Context: an optimization exercise on an open-source flow, tuned for small area. The choices shown serve that exercise and are no tape-out recipe.
RTL that was checked went through simulation tests only; none was proved equivalent to the original.
Power is estimated from default activity; no workload was simulated.

==> flow/design.v <==
`default_nettype none
package cpu_pkg;
    localparam logic [4:0] OP_RTYPE = 5'd0;
    localparam logic [4:0] OP_J     = 5'd1;
    localparam logic [4:0] OP_BNE   = 5'd2;
    localparam logic [4:0] OP_JAL   = 5'd3;
    localparam logic [4:0] OP_JR    = 5'd4;
    localparam logic [4:0] OP_ADDI  = 5'd5;
    localparam logic [4:0] OP_BLT   = 5'd6;
    localparam logic [4:0] OP_SW    = 5'd7;
    localparam logic [4:0] OP_LW    = 5'd8;
    localparam logic [4:0] ALU_ADD = 5'd0;
    localparam logic [4:0] ALU_SUB = 5'd1;
    localparam logic [4:0] ALU_AND = 5'd2;
    localparam logic [4:0] ALU_OR  = 5'd3;
    localparam logic [4:0] ALU_SLL = 5'd4;
    localparam logic [4:0] ALU_SRA = 5'd5;
endpackage
`default_nettype wire
`default_nettype none
module pipeline_cpu (
    input  logic        clock,
    input  logic        arst_n,
    output logic [31:0] address_imem,
    input  logic [31:0] q_imem,
    output logic [31:0] address_dmem,
    output logic [31:0] data_dmem,
    output logic        wren,
    input  logic [31:0] q_dmem,
    output logic        ctrl_write_enable,
    output logic [4:0]  ctrl_write_reg,
    output logic [4:0]  ctrl_read_reg_a,
    output logic [4:0]  ctrl_read_reg_b,
    output logic [31:0] data_write_reg,
    input  logic [31:0] data_read_reg_a,
    input  logic [31:0] data_read_reg_b
);
    localparam int SEG_W = 8;
    localparam int NSEG  = 32 / SEG_W;
    localparam logic [1:0] S_EX = 2'd0;
    localparam logic [1:0] S_SH = 2'd1;
    localparam logic [1:0] S_PC = 2'd2;
    localparam logic [1:0] S_X2 = 2'd3;
    logic [1:0]  st;
    logic [4:0]  cnt;
    logic [31:0] pc;
    logic [31:0] res;
    logic        taken;      
    logic [NSEG-1:1] cy_q;
    logic [4:0] op, rd, rs, rt, shamt, func;
    assign op    = q_imem[31:27];
    assign rd    = q_imem[26:22];
    assign rs    = q_imem[21:17];
    assign rt    = q_imem[16:12];
    assign shamt = q_imem[11:7];
    assign func  = q_imem[6:2];
    logic rtype, i_j, i_bne, i_jal, i_jr, i_addi, i_blt, i_sw, i_lw;
    assign rtype  = (op == cpu_pkg::OP_RTYPE);
    assign i_j    = (op == cpu_pkg::OP_J);
    assign i_bne  = (op == cpu_pkg::OP_BNE);
    assign i_jal  = (op == cpu_pkg::OP_JAL);
    assign i_jr   = (op == cpu_pkg::OP_JR);
    assign i_addi = (op == cpu_pkg::OP_ADDI);
    assign i_blt  = (op == cpu_pkg::OP_BLT);
    assign i_sw   = (op == cpu_pkg::OP_SW);
    assign i_lw   = (op == cpu_pkg::OP_LW);
    logic f_add, f_sub, f_and, f_or, f_shift, f_zero;
    assign f_add   = rtype && (func == cpu_pkg::ALU_ADD);
    assign f_sub   = rtype && (func == cpu_pkg::ALU_SUB);
    assign f_and   = rtype && (func == cpu_pkg::ALU_AND);
    assign f_or    = rtype && (func == cpu_pkg::ALU_OR);
    assign f_shift = rtype && (func == cpu_pkg::ALU_SLL || func == cpu_pkg::ALU_SRA);
    assign f_zero  = rtype && (func > cpu_pkg::ALU_SRA);
    logic is_branch, uses_adder, writes_reg;
    assign is_branch  = i_bne | i_blt;
    assign uses_adder = rtype | i_addi | i_lw | i_sw | is_branch | i_jal;
    assign writes_reg = rtype | i_addi | i_lw | i_jal;
    assign ctrl_read_reg_a = rs;
    assign ctrl_read_reg_b = rtype ? rt : rd;
    logic [31:0] pa, pb;
    assign pa = data_read_reg_a;
    assign pb = data_read_reg_b;
    logic last;
    assign last = (cnt[1:0] == 2'(NSEG - 1));
    assign address_imem      = pc;
    assign address_dmem      = res;
    assign data_dmem         = pb;
    assign data_write_reg    = res;
    assign ctrl_write_reg    = i_jal ? 5'd31 : rd;
    assign ctrl_write_enable = (st == S_PC) && (cnt[1:0] == 2'd0) && writes_reg &&
                               (i_jal || rd != 5'd0);
    assign wren              = (st == S_PC) && (cnt[1:0] == 2'd0) && i_sw;
    logic a_pa, a_pc, b_pb, b_and, b_or, b_inv, b_imm, b_tgt, b_ld, cin;
    always_comb begin
        a_pa  = 1'b0;
        a_pc  = 1'b0;
        b_pb  = 1'b0;
        b_and = 1'b0;
        b_or  = 1'b0;
        b_inv = 1'b0;
        b_imm = 1'b0;
        b_tgt = 1'b0;
        b_ld  = 1'b0;
        cin   = 1'b0;
        if (st == S_EX) begin
            if (i_jal) begin
                a_pc = 1'b1;
                cin  = 1'b1;
            end else if (!f_and && !f_zero) begin
                a_pa = 1'b1;
            end
            if (f_add || f_sub || is_branch) b_pb = 1'b1;
            if (f_sub || is_branch) begin
                b_inv = 1'b1;
                cin   = 1'b1;
            end
            if (f_and) b_and = 1'b1;
            if (f_or)  b_or  = 1'b1;
            if (i_addi || i_lw || i_sw) b_imm = 1'b1;
        end else if (st == S_X2 && i_lw) begin
            b_ld = 1'b1;
        end else begin
            if (i_jr) begin
                b_pb = 1'b1;
            end else if (i_j || i_jal) begin
                b_tgt = 1'b1;
            end else begin
                a_pc = 1'b1;
                cin  = 1'b1;
                if (is_branch && taken) b_imm = 1'b1;
            end
        end
    end
    logic [31:0] imm_s, tgt, opa, opb, pb_keep;
    assign imm_s   = {{15{q_imem[16]}}, q_imem[16:0]};
    assign tgt     = {5'd0, q_imem[26:0]};
    assign pb_keep = {32{b_pb}} | ({32{b_and}} & pa) | ({32{b_or}} & ~pa);
    assign opa     = ({32{a_pa}} & pa) | ({32{a_pc}} & pc);
    assign opb     = (pb_keep & (pb ^ {32{b_inv}})) | ({32{b_imm}} & imm_s) | ({32{b_tgt}} & tgt) |
                     ({32{b_ld}} & q_dmem);
    logic [32:0] c;
    logic [31:0] sum;
    genvar i;
    generate
        for (i = 0; i < 32; i = i + 1) begin : g_add
            logic ci;
            if (i == 0) begin : g_c0
                assign ci = cin;
            end else if (i % SEG_W == 0) begin : g_cs
                assign ci = cy_q[i / SEG_W];
            end else begin : g_cr
                assign ci = c[i];
            end
            assign sum[i]  = opa[i] ^ opb[i] ^ ci;
            assign c[i+1]  = (opa[i] & opb[i]) | (ci & (opa[i] ^ opb[i]));
        end
    endgenerate
    assign c[0] = cin;
    logic new_insn, cy_clr;
    assign new_insn = (st == S_PC) && last;
    assign cy_clr   = new_insn || (st == S_EX && last);
    always_ff @(posedge clock or negedge arst_n) begin
        if (!arst_n) begin
            cy_q <= '0;
        end else begin
            for (int k = 1; k < NSEG; k++) cy_q[k] <= c[k * SEG_W] && !cy_clr;
        end
    end
    logic eq, lt_rs_rd, br_taken;
    assign eq       = (res == 32'd0);
    assign lt_rs_rd = (pa[31] != pb[31]) ? pa[31] : res[31];
    assign br_taken = i_bne ? !eq : (!lt_rs_rd && !eq);
    assign taken    = cnt[2];
    logic [4:0]  sh_next;
    logic        sh4;
    logic [31:0] shv;
    assign sh4     = (cnt[4:2] != 3'd0);
    assign sh_next = sh4 ? {cnt[4:2] - 3'd1, cnt[1:0]} : {3'd0, cnt[1:0] - 2'd1};
    always_comb begin
        if (!func[0]) shv = sh4 ? {res[27:0], 4'd0} : {res[30:0], 1'b0};
        else          shv = sh4 ? {{4{res[31]}}, res[31:4]} : {res[31], res[31:1]};
    end
    always_ff @(posedge clock or negedge arst_n) begin
        if (!arst_n) begin
            st  <= S_EX;
            cnt <= 5'd0;
            pc  <= 32'd0;
        end else begin
            case (st)
                S_EX: begin
                    if (f_shift && shamt != 5'd0) begin
                        st  <= S_SH;
                        cnt <= shamt;
                    end else if (f_shift || !uses_adder || last) begin
                        st  <= (is_branch || i_lw) ? S_X2 : S_PC;
                        cnt <= 5'd0;
                    end else begin
                        cnt[1:0] <= cnt[1:0] + 2'd1;
                    end
                end
                S_SH: begin
                    if (sh_next == 5'd0) begin
                        st  <= S_PC;
                        cnt <= 5'd0;
                    end else begin
                        cnt <= sh_next;
                    end
                end
                S_X2: begin
                    st     <= S_PC;
                    cnt[2] <= br_taken;
                end
                default: begin
                    if (last) begin
                        st  <= S_EX;
                        cnt <= 5'd0;
                        pc  <= sum;
                    end else begin
                        cnt[1:0] <= cnt[1:0] + 2'd1;
                    end
                end
            endcase
        end
    end
    always_ff @(posedge clock) begin
        if (st == S_SH) res <= shv;
        else            res <= sum;
    end
endmodule
`default_nettype wire
clock: 6.5 ns
lec_check: 0
cap_margin: 20
core_margin: 2
core_utilization: 40
slew_margin: 20
standard.sh (not shown) runs the stock make flow with config.mk's settings and CLKGATE_MAP_FILE= SYNTH_SCRIPT=/design/flow/synth_recipe.tcl, a recipe that flattens the netlist after the stock synthesis.
==> flow/flow/run.sh <==
#!/bin/bash
# The standard layout, with every port buffered by the smallest buffer and
# a clock tree of small buffers without dummy loads.
set -euo pipefail
bash standard.sh \
  "BUFFER_PORTS_ARGS=-buffer_cell sky130_fd_sc_hd__buf_1" \
  "CTS_ARGS=-sink_clustering_enable -repair_clock_nets -dont_use_dummy_load -buf_list {sky130_fd_sc_hd__clkbuf_4 sky130_fd_sc_hd__clkbuf_8}" \
  finish > standard.log 2>&1
Then changed:
--- a/flow/design.v
+++ b/flow/design.v
@@ -44,9 +44,9 @@
     logic [1:0]  st;
     logic [4:0]  cnt;
     logic [31:0] pc;
     logic [31:0] res;
-    logic        taken;      
+    logic        taken;
     logic [NSEG-1:1] cy_q;
     logic [4:0] op, rd, rs, rt, shamt, func;
     assign op    = q_imem[31:27];
     assign rd    = q_imem[26:22];
@@ -89,15 +89,15 @@
     assign ctrl_write_reg    = i_jal ? 5'd31 : rd;
     assign ctrl_write_enable = (st == S_PC) && (cnt[1:0] == 2'd0) && writes_reg &&
                                (i_jal || rd != 5'd0);
     assign wren              = (st == S_PC) && (cnt[1:0] == 2'd0) && i_sw;
-    logic a_pa, a_pc, b_pb, b_and, b_or, b_inv, b_imm, b_tgt, b_ld, cin;
+    logic a_pa, a_pc, a_and, a_or, b_pb, b_inv, b_imm, b_tgt, b_ld, cin;
     always_comb begin
         a_pa  = 1'b0;
         a_pc  = 1'b0;
+        a_and = 1'b0;
+        a_or  = 1'b0;
         b_pb  = 1'b0;
-        b_and = 1'b0;
-        b_or  = 1'b0;
         b_inv = 1'b0;
         b_imm = 1'b0;
         b_tgt = 1'b0;
         b_ld  = 1'b0;
@@ -105,18 +105,20 @@
         if (st == S_EX) begin
             if (i_jal) begin
                 a_pc = 1'b1;
                 cin  = 1'b1;
-            end else if (!f_and && !f_zero) begin
+            end else if (f_and) begin
+                a_and = 1'b1;
+            end else if (f_or) begin
+                a_or = 1'b1;
+            end else if (!f_zero) begin
                 a_pa = 1'b1;
             end
             if (f_add || f_sub || is_branch) b_pb = 1'b1;
             if (f_sub || is_branch) begin
                 b_inv = 1'b1;
                 cin   = 1'b1;
             end
-            if (f_and) b_and = 1'b1;
-            if (f_or)  b_or  = 1'b1;
             if (i_addi || i_lw || i_sw) b_imm = 1'b1;
         end else if (st == S_X2 && i_lw) begin
             b_ld = 1'b1;
         end else begin
@@ -130,14 +132,14 @@
                 if (is_branch && taken) b_imm = 1'b1;
             end
         end
     end
-    logic [31:0] imm_s, tgt, opa, opb, pb_keep;
+    logic [31:0] imm_s, tgt, opa, opb;
     assign imm_s   = {{15{q_imem[16]}}, q_imem[16:0]};
     assign tgt     = {5'd0, q_imem[26:0]};
-    assign pb_keep = {32{b_pb}} | ({32{b_and}} & pa) | ({32{b_or}} & ~pa);
-    assign opa     = ({32{a_pa}} & pa) | ({32{a_pc}} & pc);
-    assign opb     = (pb_keep & (pb ^ {32{b_inv}})) | ({32{b_imm}} & imm_s) | ({32{b_tgt}} & tgt) |
+    assign opa     = ({32{a_pa}} & pa) | ({32{a_pc}} & pc) | ({32{a_and}} & pa & pb) |
+                     ({32{a_or}} & (pa | pb));
+    assign opb     = ({32{b_pb}} & (pb ^ {32{b_inv}})) | ({32{b_imm}} & imm_s) | ({32{b_tgt}} & tgt) |
                      ({32{b_ld}} & q_dmem);
     logic [32:0] c;
     logic [31:0] sum;
     genvar i;
@@ -169,9 +171,8 @@
     logic eq, lt_rs_rd, br_taken;
     assign eq       = (res == 32'd0);
     assign lt_rs_rd = (pa[31] != pb[31]) ? pa[31] : res[31];
     assign br_taken = i_bne ? !eq : (!lt_rs_rd && !eq);
-    assign taken    = cnt[2];
     logic [4:0]  sh_next;
     logic        sh4;
     logic [31:0] shv;
     assign sh4     = (cnt[4:2] != 3'd0);
@@ -206,10 +207,9 @@
                         cnt <= sh_next;
                     end
                 end
                 S_X2: begin
-                    st     <= S_PC;
-                    cnt[2] <= br_taken;
+                    st <= S_PC;
                 end
                 default: begin
                     if (last) begin
                         st  <= S_EX;
@@ -224,7 +224,8 @@
     end
     always_ff @(posedge clock) begin
         if (st == S_SH) res <= shv;
         else            res <= sum;
+        if (st == S_X2) taken <= br_taken;
     end
 endmodule
 `default_nettype wire
Effect: Final cell count is higher by a few percent; via count is higher by a few percent; design area is higher slightly; setup slack improves by 0.090 ns; clock-buffer cell count is unchanged; sequential share of layout area stays flat; global-route usage is higher by 2.8 points; die area is higher slightly; wire length is higher by roughly a tenth; worst hold slack degrades by 0.016 ns.
Function was not checked in any run of this note: the RTL went through the layout flow alone.

---

old:
RTL: the design.v shown in full above, as it stands there.
==> flow/config.mk <==
export PLATFORM = sky130hd
export DESIGN_NAME = pipeline_cpu
export DESIGN_NICKNAME = pipeline_cpu
export VERILOG_FILES = /design/flow/design.v
export SDC_FILE = /design/flow/constraint.sdc
export NUM_CORES = 4
export LEC_CHECK = 0
export CAP_MARGIN = 20
export CORE_MARGIN = 2
export CORE_UTILIZATION = 40
export SLEW_MARGIN = 20
==> flow/constraint.sdc <==
create_clock -name core_clock -period 6.5 [get_ports {clock}]
set_input_delay 1.3000 -clock core_clock [delete_from_list [all_inputs] [get_ports {clock}]]
set_output_delay 1.3000 -clock core_clock [all_outputs]
set_load 0.01 [all_outputs]
==> flow/flow/run.sh <==
#!/bin/bash
# The standard layout, with every port buffered by the smallest buffer and
# a clock tree of small buffers without dummy loads.
set -euo pipefail
bash standard.sh \
  "BUFFER_PORTS_ARGS=-buffer_cell sky130_fd_sc_hd__buf_1" \
  "CTS_ARGS=-sink_clustering_enable -repair_clock_nets -dont_use_dummy_load -buf_list {sky130_fd_sc_hd__clkbuf_4 sky130_fd_sc_hd__clkbuf_8}" \
  GPL_KEEP_OVERFLOW=0 \
  finish > standard.log 2>&1
Inputs modified between old and new:
diff --git a/flow/design.v b/flow/design.v
--- a/flow/design.v
+++ b/flow/design.v
@@ -46,5 +46,5 @@
     logic [31:0] pc;
     logic [31:0] res;
-    logic        taken;      
+    logic        taken;
     logic [NSEG-1:1] cy_q;
     logic [4:0] op, rd, rs, rt, shamt, func;
@@ -171,5 +171,4 @@
     assign lt_rs_rd = (pa[31] != pb[31]) ? pa[31] : res[31];
     assign br_taken = i_bne ? !eq : (!lt_rs_rd && !eq);
-    assign taken    = cnt[2];
     logic [4:0]  sh_next;
     logic        sh4;
@@ -208,6 +207,5 @@
                 end
                 S_X2: begin
-                    st     <= S_PC;
-                    cnt[2] <= br_taken;
+                    st <= S_PC;
                 end
                 default: begin
@@ -226,4 +224,5 @@
         if (st == S_SH) res <= shv;
         else            res <= sum;
+        if (st == S_X2) taken <= br_taken;
     end
 endmodule
[summary]
- Across new and old, none had a timing, DRC or antenna violation.
- Cell area after technology mapping ended up about 0.56% higher on new than on old.
- new vs old — sequential share of layout area rose 0.48 points.
- Compared with old, new shows a via count that is about 5% higher.
- Re areal power density over the cells: old was higher than new.
- Relative to old, the hold slack of new is lower by 19 ps.
- Going from old to new, the first-iteration DRC count was found to have gone up by 56.
No functional check of the RTL was part of old.

---

Another version of the RTL of pipeline_cpu (not shown whole).
For scale: roughly 75 flip-flops, ~280 I/O pins, about 0.0068 mm2 of cells after synthesis.
==> flow/config.mk <==
export PLATFORM = sky130hd
export DESIGN_NAME = pipeline_cpu
export DESIGN_NICKNAME = pipeline_cpu
export VERILOG_FILES = /design/flow/design.v
export SDC_FILE = /design/flow/constraint.sdc
export NUM_CORES = 4
export LEC_CHECK = 0
export CAP_MARGIN = 20
export CORE_MARGIN = 2
export CORE_UTILIZATION = 40
export SLEW_MARGIN = 20
==> flow/constraint.sdc <==
create_clock -name core_clock -period 6.5 [get_ports {clock}]
set_input_delay 1.3000 -clock core_clock [delete_from_list [all_inputs] [get_ports {clock}]]
set_output_delay 1.3000 -clock core_clock [all_outputs]
set_load 0.01 [all_outputs]
==> flow/flow/run.sh <==
#!/bin/bash
# The standard layout, with every port buffered by the smallest buffer and
# a clock tree of small buffers without dummy loads.
set -euo pipefail
bash standard.sh \
  "BUFFER_PORTS_ARGS=-buffer_cell sky130_fd_sc_hd__buf_1" \
  "CTS_ARGS=-sink_clustering_enable -repair_clock_nets -dont_use_dummy_load -buf_list {sky130_fd_sc_hd__clkbuf_4 sky130_fd_sc_hd__clkbuf_8}" \
  finish > standard.log 2>&1
Next try:
--- a/flow/design.v
+++ b/flow/design.v
@@ -82,82 +82,70 @@
     assign pb = data_read_reg_b;
     logic last;
     assign last = (cnt[1:0] == 2'(NSEG - 1));
     assign address_imem      = pc;
     assign address_dmem      = res;
     assign data_dmem         = pb;
     assign data_write_reg    = res;
     assign ctrl_write_reg    = i_jal ? 5'd31 : rd;
     assign ctrl_write_enable = (st == S_PC) && (cnt[1:0] == 2'd0) && writes_reg &&
                                (i_jal || rd != 5'd0);
     assign wren              = (st == S_PC) && (cnt[1:0] == 2'd0) && i_sw;
-    logic [4:0]  sh_next;
-    logic        sh4;
-    logic [31:0] shv;
-    assign sh4     = (cnt[4:2] != 3'd0);
-    assign sh_next = sh4 ? {cnt[4:2] - 3'd1, cnt[1:0]} : {3'd0, cnt[1:0] - 2'd1};
-    always_comb begin
-        if (!func[0]) shv = sh4 ? {res[27:0], 4'd0} : {res[30:0], 1'b0};
-        else          shv = sh4 ? {{4{res[31]}}, res[31:4]} : {res[31], res[31:1]};
-    end
-    logic a_pa, a_pc, b_pb, b_and, b_or, b_inv, b_imm, b_tgt, b_ld, b_sh, cin;
+    logic a_pa, a_pc, b_pb, b_and, b_or, b_inv, b_imm, b_tgt, b_ld, cin;
     always_comb begin
         a_pa  = 1'b0;
         a_pc  = 1'b0;
         b_pb  = 1'b0;
         b_and = 1'b0;
         b_or  = 1'b0;
         b_inv = 1'b0;
         b_imm = 1'b0;
         b_tgt = 1'b0;
         b_ld  = 1'b0;
-        b_sh  = 1'b0;
         cin   = 1'b0;
         if (st == S_EX) begin
             if (i_jal) begin
                 a_pc = 1'b1;
                 cin  = 1'b1;
             end else if (!f_and && !f_zero) begin
                 a_pa = 1'b1;
             end
             if (f_add || f_sub || is_branch) b_pb = 1'b1;
             if (f_sub || is_branch) begin
                 b_inv = 1'b1;
                 cin   = 1'b1;
             end
             if (f_and) b_and = 1'b1;
             if (f_or)  b_or  = 1'b1;
             if (i_addi || i_lw || i_sw) b_imm = 1'b1;
         end else if (st == S_X2 && i_lw) begin
             b_ld = 1'b1;
-        end else if (st == S_SH) begin
-            b_sh = 1'b1;
         end else begin
             if (i_jr) begin
                 b_pb = 1'b1;
             end else if (i_j || i_jal) begin
                 b_tgt = 1'b1;
             end else begin
                 a_pc = 1'b1;
                 cin  = 1'b1;
                 if (is_branch && taken) b_imm = 1'b1;
             end
         end
     end
     logic [31:0] imm_s, tgt, opa, opb, pb_keep;
     assign imm_s   = {{15{q_imem[16]}}, q_imem[16:0]};
     assign tgt     = {5'd0, q_imem[26:0]};
     assign pb_keep = {32{b_pb}} | ({32{b_and}} & pa) | ({32{b_or}} & ~pa);
     assign opa     = ({32{a_pa}} & pa) | ({32{a_pc}} & pc);
     assign opb     = (pb_keep & (pb ^ {32{b_inv}})) | ({32{b_imm}} & imm_s) | ({32{b_tgt}} & tgt) |
-                     ({32{b_ld}} & q_dmem) | ({32{b_sh}} & shv);
+                     ({32{b_ld}} & q_dmem);
     logic [32:0] c;
     logic [31:0] sum;
     genvar i;
     generate
         for (i = 0; i < 32; i = i + 1) begin : g_add
             logic ci;
             if (i == 0) begin : g_c0
                 assign ci = cin;
             end else if (i % SEG_W == 0) begin : g_cs
                 assign ci = cy_q[i / SEG_W];
             end else begin : g_cr
@@ -174,58 +162,68 @@
     always_ff @(posedge clock or negedge arst_n) begin
         if (!arst_n) begin
             cy_q <= '0;
         end else begin
             for (int k = 1; k < NSEG; k++) cy_q[k] <= c[k * SEG_W] && !cy_clr;
         end
     end
     logic eq, lt_rs_rd, br_taken;
     assign eq       = (res == 32'd0);
     assign lt_rs_rd = (pa[31] != pb[31]) ? pa[31] : res[31];
     assign br_taken = i_bne ? !eq : (!lt_rs_rd && !eq);
+    logic [4:0]  sh_next;
+    logic        sh5, fill;
+    logic [31:0] shv, res_r;
+    assign sh5     = (cnt >= 5'd5);
+    assign sh_next = cnt - (sh5 ? 5'd5 : 5'd1);
+    assign fill    = func[0] & res[31];
+    assign shv     = sh5 ? {{5{fill}}, res[31:5]} : {fill, res[31:1]};
+    always_comb for (int k = 0; k < 32; k++) res_r[k] = res[31-k];
     always_ff @(posedge clock or negedge arst_n) begin
         if (!arst_n) begin
             st  <= S_EX;
             cnt <= 5'd0;
             pc  <= 32'd0;
         end else begin
             case (st)
                 S_EX: begin
                     if (f_shift && shamt != 5'd0) begin
-                        st  <= S_SH;
+                        st  <= func[0] ? S_SH : S_X2;
                         cnt <= shamt;
                     end else if (f_shift || !uses_adder || last) begin
                         st  <= (is_branch || i_lw) ? S_X2 : S_PC;
                         cnt <= 5'd0;
                     end else begin
                         cnt[1:0] <= cnt[1:0] + 2'd1;
                     end
                 end
                 S_SH: begin
                     if (sh_next == 5'd0) begin
-                        st  <= S_PC;
+                        st  <= func[0] ? S_PC : S_X2;
                         cnt <= 5'd0;
                     end else begin
                         cnt <= sh_next;
                     end
                 end
                 S_X2: begin
-                    st <= S_PC;
+                    st <= (f_shift && cnt != 5'd0) ? S_SH : S_PC;
                 end
                 default: begin
                     if (last) begin
                         st  <= S_EX;
                         cnt <= 5'd0;
                         pc  <= sum;
                     end else begin
                         cnt[1:0] <= cnt[1:0] + 2'd1;
                     end
                 end
             endcase
         end
     end
     always_ff @(posedge clock) begin
-        res <= sum;
+        if (st == S_SH)                 res <= shv;
+        else if (st == S_X2 && f_shift) res <= res_r;
+        else                            res <= sum;
         if (st == S_X2) taken <= br_taken;
     end
 endmodule
 `default_nettype wire
Effect:
- The new run completed with no timing, DRC or antenna violations
- cell count grows by about 4.5%
- global-route usage is higher by 0.83 points
- final area fell by about 3.3%
- clock power is about the same
- routed wire length goes up by about 3%
No functional check of the RTL was part of any run of this note.

## afterwards: timing with drivers on the ports
The flow's constraints put no driver on any port. The routed layouts listed below were extracted and timed again, unchanged, in two steps. Step 1: set_driving_cell puts a clkbuf_16 on clock and a buf_2 on each other input, an assumption about the parent block. Step 2 also shifts input and output timing later by t, the mid clock arrival at the registers, as if the neighbouring blocks saw the same clock. Slacks: ideal ports / drivers / drivers and shift; pairs: ideal ports / drivers.
run	t, ns	slack for setup (ns)	worst setup path at the end	worst slew at a driven data input, ns
the first run of note 1	0.393	0.217 / 0.233 / -0.160	input to register	0.07
the second run of note 1	0.407	0.307 / 0.326 / -0.081	input to register	0.04
old	0.395	0.196 / 0.211 / -0.184	input to register	0.07
new	0.402	0.291 / 0.298 / -0.104	input to register	0.06
the first run of note 3	0.417	0.303 / 0.325 / -0.092	input to register	0.06
the second run of note 3	0.403	0.414 / 0.430 / 0.027	input to register	0.08
With both steps, setup timing fails in 5 of these runs, where it was met with ideal ports.
